Background: an optimization exercise with open tools, aiming at a short achievable clock period and few clock cycles. Do not read the settings as production practice.
The RTL was checked by simulation tests, not by an equivalence proof against the original design.
Power and IR drop assume default switching activity.

## cache_top
module cache_top (
    input  logic        clk,
    input  logic        rst_b,
    input  logic        req_valid,
    input  logic [6:0]  req_opcode,
    input  logic [2:0]  req_funct3,
    input  logic [31:0] req_addr,
    input  logic [31:0] req_wdata,
    output logic        ready,
    output logic        resp_valid,
    output logic [31:0] resp_rdata,
    output logic        mem_start,
    output logic        mem_we,
    output logic [31:0] mem_addr,
    output logic [31:0] mem_wdata,
    input  logic        mem_done,
    input  logic [31:0] mem_rdata
);
    localparam int RQN = 8;
    localparam int RQB = 3;
    localparam int MQN = 3;
    logic           valid_q [16];
    logic           dirty_q [16];
    logic           pend_q  [16];
    logic [RQB-1:0] pseq_q  [16];
    logic [3:0]     pmask_q [16];
    logic [25:0]    tag_q   [16];
    logic [31:0]    data_q  [16];
    typedef struct packed {
        logic        st;       
        logic        st_ok;    
        logic [2:0]  fmt;      
        logic [1:0]  off;
        logic [25:0] tag;
        logic [15:0] oh;       
        logic [3:0]  idx;
        logic [3:0]  be;
        logic [31:0] lane;     
    } req_t;
    logic        a_v, rdy_q;
    logic        nrdy_q;       
    req_t        a_r, in_r;
    logic [15:0] a_m0, a_m1, in_m0, in_m1;    
    logic in_mem;
    logic go;
    logic a_v_n;
    logic rdy_n;
    assign in_mem = (req_opcode == 7'h03) || (req_opcode == 7'h23);
    assign ready  = rdy_q;
    logic [63:0] in_dbl;
    logic [1:0]  in_o;
    always_comb begin
        in_o       = req_addr[1:0];
        in_dbl     = {req_wdata, req_wdata} << {in_o, 3'b000};
        in_r.st    = req_opcode[5];
        in_r.st_ok = req_opcode[5] && (req_funct3 == 3'd0 || req_funct3 == 3'd1 ||
                                       req_funct3 == 3'd2);
  ...
Size: roughly 94000 sq um of cells after synthesis.
export LEC_CHECK = 0
export ABC_CLOCK_PERIOD_IN_PS = 3000
export CAP_MARGIN = 20
export CORE_MARGIN = 2
export CORE_UTILIZATION = 55
export PLACE_DENSITY = 0.7
export SLEW_MARGIN = 20
export TNS_END_PERCENT = 100
create_clock -name core_clock -period 10.0 [get_ports {clk}]
standard.sh (not shown) runs the stock make flow with config.mk's settings and CLKGATE_MAP_FILE= SYNTH_SCRIPT=/design/flow/synth_recipe.tcl, a recipe that flattens the netlist after the stock synthesis.
==> flow/flow/run.sh <==
#!/bin/bash
# The standard layout (the standard.sh: the standard synthesis, then ORFS
# to the final layout) with timing repair asked to keep a larger setup margin
# than the flow settings allow, so that the layout is pushed past the 10 ns
# clock it is constrained and signed off at. Nothing else changes.
set -euo pipefail
export SETUP_SLACK_MARGIN=${SETUP_SLACK_MARGIN_OVERRIDE:-7}
bash standard.sh > standard_flow.log 2>&1
Testbench counts at the start, summed over its fixed seeds: cycles 83,747.
Next try:
--- a/flow/design.v
+++ b/flow/design.v
@@ -250,23 +250,24 @@
                 nx_idx   = nx_idx   | mq_idx[k];
                 nx_wdat  = nx_wdat  | mq_wdat[k];
                 nx_wmask = nx_wmask | mq_wmask[k];
                 nx_slot  = nx_slot  | mq_slot[k];
             end
         end
     end
     logic           ms_q, mwe_q, wbd_q;
+    logic           idle_q, nwe_q;    
     logic [29:0]    maddr_q;
     logic [31:0]    mwd_q;
     logic [3:0]     c_idx;
     logic [RQB-1:0] c_slot;
     logic           fill;
     assign c_idx  = hd_idx;
-    assign fill   = ms_q && mem_done && !mwe_q;
+    assign fill   = !idle_q && mem_done && nwe_q;
     logic        miss_go;
     logic        l_fm;         
     logic        e_pend;       
     logic [31:0] e_data;       
     logic        l_wb;
     logic [15:0] pm;
     logic        l_pm;
     always_comb begin
@@ -286,53 +287,58 @@
     assign go      = a_v && !nrdy_q;
     assign miss_go = go && !hit;
     assign l_wb    = l_valid && l_dirty;
     logic        use_hd;       
     logic        use_nx;       
     logic        use_f;        
     logic        hd_we_n;
     logic [31:0] nx_wd;
-    assign use_hd  = ms_q && !fill;
+    assign use_hd  = !idle_q && !fill;
     assign use_nx  = fill && mq_cnt[1];
-    assign use_f   = (!ms_q || (fill && !mq_cnt[1])) && miss_go;
+    assign use_f   = (idle_q || (fill && !mq_cnt[1])) && miss_go;
     assign hd_we_n = hd_wb && !wbd_q && !mem_done;
     assign mem_start = ms_q;
     assign mem_we    = mwe_q;
     assign mem_addr  = {maddr_q, 2'b00};
     assign mem_wdata = mwd_q;
     always_comb begin
         for (int b = 0; b < 4; b++) begin
             nx_wd[8*b +: 8] = (nx_ww && !nx_wmask[b]) ? mem_rdata[8*b +: 8] : nx_wdat[8*b +: 8];
         end
     end
     always_ff @(posedge clk or negedge rst_b) begin
         if (!rst_b) begin
-            ms_q  <= 1'b0;
-            wbd_q <= 1'b0;
+            ms_q   <= 1'b0;
+            idle_q <= 1'b1;
+            wbd_q  <= 1'b0;
         end else begin
-            ms_q <= use_hd || use_nx || use_f;
+            ms_q   <= use_hd || use_nx || use_f;
+            idle_q <= !(use_hd || use_nx || use_f);
             if (!use_hd) begin
                 wbd_q <= 1'b0;
             end else if (mem_done) begin
                 wbd_q <= 1'b1;
             end
         end
     end
     always_ff @(posedge clk) begin
         if (use_hd) begin
             mwe_q   <= hd_we_n;
+            nwe_q   <= !hd_we_n;
             maddr_q <= hd_we_n ? {hd_wtag, hd_idx} : {hd_rtag, hd_idx};
             mwd_q   <= hd_wdat;
         end else if (use_nx) begin
             mwe_q   <= nx_wb;
+            nwe_q   <= !nx_wb;
             maddr_q <= nx_wb ? {nx_wtag, nx_idx} : {nx_rtag, nx_idx};
             mwd_q   <= nx_wd;
         end else begin
             mwe_q   <= l_wb;
+            nwe_q   <= !l_wb;
             maddr_q <= l_wb ? {l_tag, a_r.idx} : {a_r.tag, a_r.idx};
             mwd_q   <= e_data;
         end
     end
     always_ff @(posedge clk) begin
         if (fill) begin
             c_slot <= mq_cnt[1] ? nx_slot : rq_tl;
         end else if (mq_cnt == 2'd0) begin
Outcome:
- worst hold slack hardly moves
- total power goes up by 3.7%
- worst setup slack gets worse by 0.017 ns
- clock-buffer cell count goes up by 19
- wire length goes up by 10%
- fmax goes down by 0.49%
- core utilization goes up by 1.4 points
- die area goes up by 1.7%
- first-iteration DRC count goes up by 20%
- sequential power goes up by about 1%
- synthesized area goes up by 1.7%
Testbench counts after the change, summed over its fixed seeds: cycles 83,747.

## re-timing with driven ports
The results above use ideal ports. As a check the final layouts listed here were re-extracted and re-timed, cells and wires unchanged.
Step 1 sets driving cells, clkbuf_16 on the clock port and buf_2 on the other inputs (assumed; they add their load-dependent delay and slew).
Step 2, shift: input delay + t, output delay - t, t = (earliest + latest rising clock arrival at the registers) / 2. This alone moves slack from input paths to output paths.
Slacks: no drivers / after step 1 / after step 2; pairs: no drivers / after step 1.
run | t, ns | setup slack, ns | latest minus earliest clock arrival (ns)
the first run | 0.939 | 6.583 / 6.495 / 5.910 | 0.034 / 0.034
the second run | 0.958 | 6.567 / 6.482 / 5.882 | 0.039 / 0.039
After both steps every run listed still meets setup and hold. The setup slack of the second run, which loses most, moves by -0.085 ns with the drivers and by -0.685 ns with both steps.
